From an optimization exercise on the open Yosys and OpenROAD flow, aimed at small area and a short achievable clock period; shortcuts taken in it are not production practice.
In this exercise RTL edits were held to simulation tests only and were not proved equivalent to the original.
No activity file was given, so power comes from the tool's default toggle rates. The flow treats the clock pin as an ideal source, which a real chip does not have.

// read_data_sink
module read_data_sink #(
    parameter int DATA_W     = 128,
    parameter int ID_W       = 4,
    parameter int BURST_LEN  = 100,
    parameter int NUM_BURSTS = 5,
    parameter int EXP_ID     = 0,
    parameter int FIFO_DEPTH = 16
) (
    input  logic                            clk,
    input  logic                            sys_rst_n,
    input  logic                            init_done,
    input  logic [DATA_W-1:0]               AXI_RDATA,
    input  logic [ID_W-1:0]                 AXI_RID,
    input  logic                            AXI_RLAST,
    input  logic [1:0]                      AXI_RRESP,
    input  logic                            AXI_RVALID,
    output logic                            AXI_RREADY,
    output logic [DATA_W-1:0]               m_data,
    output logic                            m_last,
    output logic                            m_valid,
    input  logic                            m_ready,
    output logic [$clog2(NUM_BURSTS+1)-1:0] burst_cnt,
    output logic [$clog2(BURST_LEN)-1:0]    beat_cnt,
    output logic                            err_last,
    output logic                            err_resp,
    output logic                            err_id,
    output logic                            rd_done
);
Size: ~2100 flip-flops, ~0.076 mm² of cells after synthesis.
==> flow/config.mk <==
export PLATFORM = sky130hd
export DESIGN_NAME = read_data_sink
export DESIGN_NICKNAME = read_data_sink
export VERILOG_FILES = /design/flow/design.v
export SDC_FILE = /design/flow/constraint.sdc
export NUM_CORES = 4
export LEC_CHECK = 0
export CAP_MARGIN = 20
export CORE_MARGIN = 2
export CORE_UTILIZATION = 40
export CTS_CLUSTER_DIAMETER = 80
export CTS_CLUSTER_SIZE = 30
export SETUP_SLACK_MARGIN = 2.3
export SLEW_MARGIN = 20
==> flow/constraint.sdc <==
create_clock -name core_clock -period 4.5 [get_ports {clk}]
set_input_delay 0.9000 -clock core_clock [delete_from_list [all_inputs] [get_ports {clk}]]
set_output_delay 0.9000 -clock core_clock [all_outputs]
set_load 0.01 [all_outputs]
run.sh (not shown) runs the stock make flow with config.mk's settings and CLKGATE_MAP_FILE= SYNTH_SCRIPT=/design/flow/synth_recipe.tcl, a recipe that flattens the netlist after the stock synthesis.
The starting point passed the timing, DRC and antenna checks.
Next try:
--- a/flow/config.mk
+++ b/flow/config.mk
@@ -13 +13 @@
-export SETUP_SLACK_MARGIN = 2.3
+export SETUP_SLACK_MARGIN = 2.1
Clock-buffer cell count is unchanged.
Combinational power is about the same.
Via count decreases by 1.5%.
Fmax decreases by 1.0%.
Clock skew stays flat.
Final cell count decreases by 0.69%.
Die area stays the same.
Worst setup slack gets worse by 26 ps.
Critical path depth is unchanged.
Synthesized area does not change.

## run 1
read_data_sink, a different RTL version from the one above (not shown whole).
For scale: roughly 4,300 cells after synthesis, ~290 I/O pins, ~75,000 um2 of cells after synthesis.
// read_data_sink
module read_data_sink #(
    parameter int DATA_W     = 128,
    parameter int ID_W       = 4,
    parameter int BURST_LEN  = 100,
    parameter int NUM_BURSTS = 5,
    parameter int EXP_ID     = 0,
    parameter int FIFO_DEPTH = 16
) (
    input  logic                            clk,
    input  logic                            sys_rst_n,
    input  logic                            init_done,
    input  logic [DATA_W-1:0]               AXI_RDATA,
    input  logic [ID_W-1:0]                 AXI_RID,
    input  logic                            AXI_RLAST,
    input  logic [1:0]                      AXI_RRESP,
    input  logic                            AXI_RVALID,
    output logic                            AXI_RREADY,
    output logic [DATA_W-1:0]               m_data,
    output logic                            m_last,
    output logic                            m_valid,
    input  logic                            m_ready,
    output logic [$clog2(NUM_BURSTS+1)-1:0] burst_cnt,
    output logic [$clog2(BURST_LEN)-1:0]    beat_cnt,
    output logic                            err_last,
    output logic                            err_resp,
    output logic                            err_id,
    output logic                            rd_done
);
clock: 4.5 ns
lec_check: 0
cap_margin: 20
core_margin: 2
core_utilization: 70
cts_cluster_diameter: 60
cts_cluster_size: 30
setup_slack_margin: 2.4
slew_margin: 20
standard.sh (not shown) runs the stock make flow with config.mk's settings and CLKGATE_MAP_FILE= SYNTH_SCRIPT=/design/flow/synth_recipe.tcl, a recipe that flattens the netlist after the stock synthesis.
==> flow/flow/run.sh <==
#!/bin/bash
# Standard ORFS layout (the standard.sh, unchanged synthesis) with three changes:
#  - port buffers are buf_2 instead of the default delay-buffer choice,
#  - CTS without dummy loads, with sink clusters of up to 30 flops within 60 um.
# The make/ORFS output goes to flow_make.log in the work folder; ORFS keeps its
# per-step logs under orfs/logs/.
set -euo pipefail
bash standard.sh finish \
  "BUFFER_PORTS_ARGS=-buffer_cell sky130_fd_sc_hd__buf_2" \
  "CTS_ARGS=-sink_clustering_enable -repair_clock_nets -dont_use_dummy_load -sink_clustering_size 30 -sink_clustering_max_diameter 60" \
  > flow_make.log 2>&1
Input changes introduced in run 2 (baseline for comparison: run 1):
Settings: swapping 60 for 80 in CTS_CLUSTER_DIAMETER; swapping 2.4 for 2.2 in SETUP_SLACK_MARGIN.
-- flow/flow/run.sh --
<<< run 1, line 4
#  - CTS without dummy loads, with sink clusters of up to 30 flops within 60 um.
>>> run 2, line 4
#  - CTS without dummy loads, with sink clusters of up to 30 flops within 80 um.
<<< run 1, line 10
  "CTS_ARGS=-sink_clustering_enable -repair_clock_nets -dont_use_dummy_load -sink_clustering_size 30 -sink_clustering_max_diameter 60" \
>>> run 2, line 10
  "CTS_ARGS=-sink_clustering_enable -repair_clock_nets -dont_use_dummy_load -sink_clustering_size 30 -sink_clustering_max_diameter 80" \
==> comparison <==
Arrival time at the worst endpoint ends up lower on run 1.
The ratio of final minimum period to clock period reported for run 2 is greater than that of run 1 by 3.0 points.
Run 1 → run 2: power has decreased, global-route usage over all layers decreased 2.1 points, non-clock buffer area fraction after layout went down, non-clock buffer count lost 13%, via count of the first global-routing pass decreased 4.0%.
Leakage power delta (run 2 − run 1): favourable
Measured against each other, run 2 and run 1 differ in combinational power, the higher figure coming from run 1.
### run 2 -> run 3
Settings: SETUP_SLACK_MARGIN: 2.2 -> 2.4; TNS_END_PERCENT: unset -> 50.
==> comparison <==
The post-route met1 wirelength of run 3 and that of run 2 are within noise of each other. Run 3 ends up with a amount of wire on met3 after detailed routing that is 8.0% higher than in run 2. Comparing run 2 and run 3, the higher total length of routed met2 wires was measured on run 3. Going from run 2 to run 3, routed length per placed instance grows by about 2%. Area of placed instances across run 2 and run 3: no real change. Compared with run 2, run 3 shows a hold slack that is 88 ps higher. When the final numbers for run 2 and run 3 were put side by side, the depth of the critical timing path with buffers and inverters included turned out to be smaller in run 3.
Changes in run 4 relative to run 3:
Settings: removing TNS_END_PERCENT (formerly 50); changing SETUP_SLACK_MARGIN from 2.4 to 2.3.
==> comparison <==
- Fmax in run 4 is about 1.5% below run 3.
- When run 4 is set beside run 3, its worst hold margin turns out to be 10 ps smaller.
- Compared to run 3, the router laid down less metal wire for run 4.
- The clock network power share in run 4 sits 0.3 points above the value recorded for run 3.
- Compared with run 3, in run 4 leakage power figure down about 1.3%, cell row count flat.

port drivers added, routing unchanged:
In the flow no input, the clock included, has a driving cell. The finished layouts below were timed again as built, in two steps. Step 1 assumes that a clkbuf_16 drives the clock port and a buf_2 every other input. Step 2, shift: input delay + t, output delay - t, t = (earliest + latest rising clock arrival at the registers) / 2. This alone moves slack from input paths to output paths. Slacks: ideal ports / drivers / drivers and shift; pairs: ideal ports / drivers.
run	shift t [ns]	setup slack, ns	worst setup path after step 2	slew at the worst register clock pin (ns)
the first run of note 1	0.854	2.050 / 1.958 / 1.556	input to register	0.11 / 0.11
the second run of note 1	0.853	2.024 / 1.933 / 1.280	input to register	0.11 / 0.11
run 1	0.814	2.318 / 2.239 / 1.886	input to register	0.11 / 0.11
run 2	0.770	2.182 / 2.133 / 1.675	input to register	0.11 / 0.11
run 3	0.762	2.342 / 2.258 / 1.950	input to register	0.12 / 0.12
run 4	0.766	2.308 / 2.244 / 1.667	input to register	0.12 / 0.12
After both steps every run listed still meets setup and hold. For the second run of note 1, which loses most, drivers alone change the setup slack by -0.091 ns; drivers and shift together by -0.744 ns.
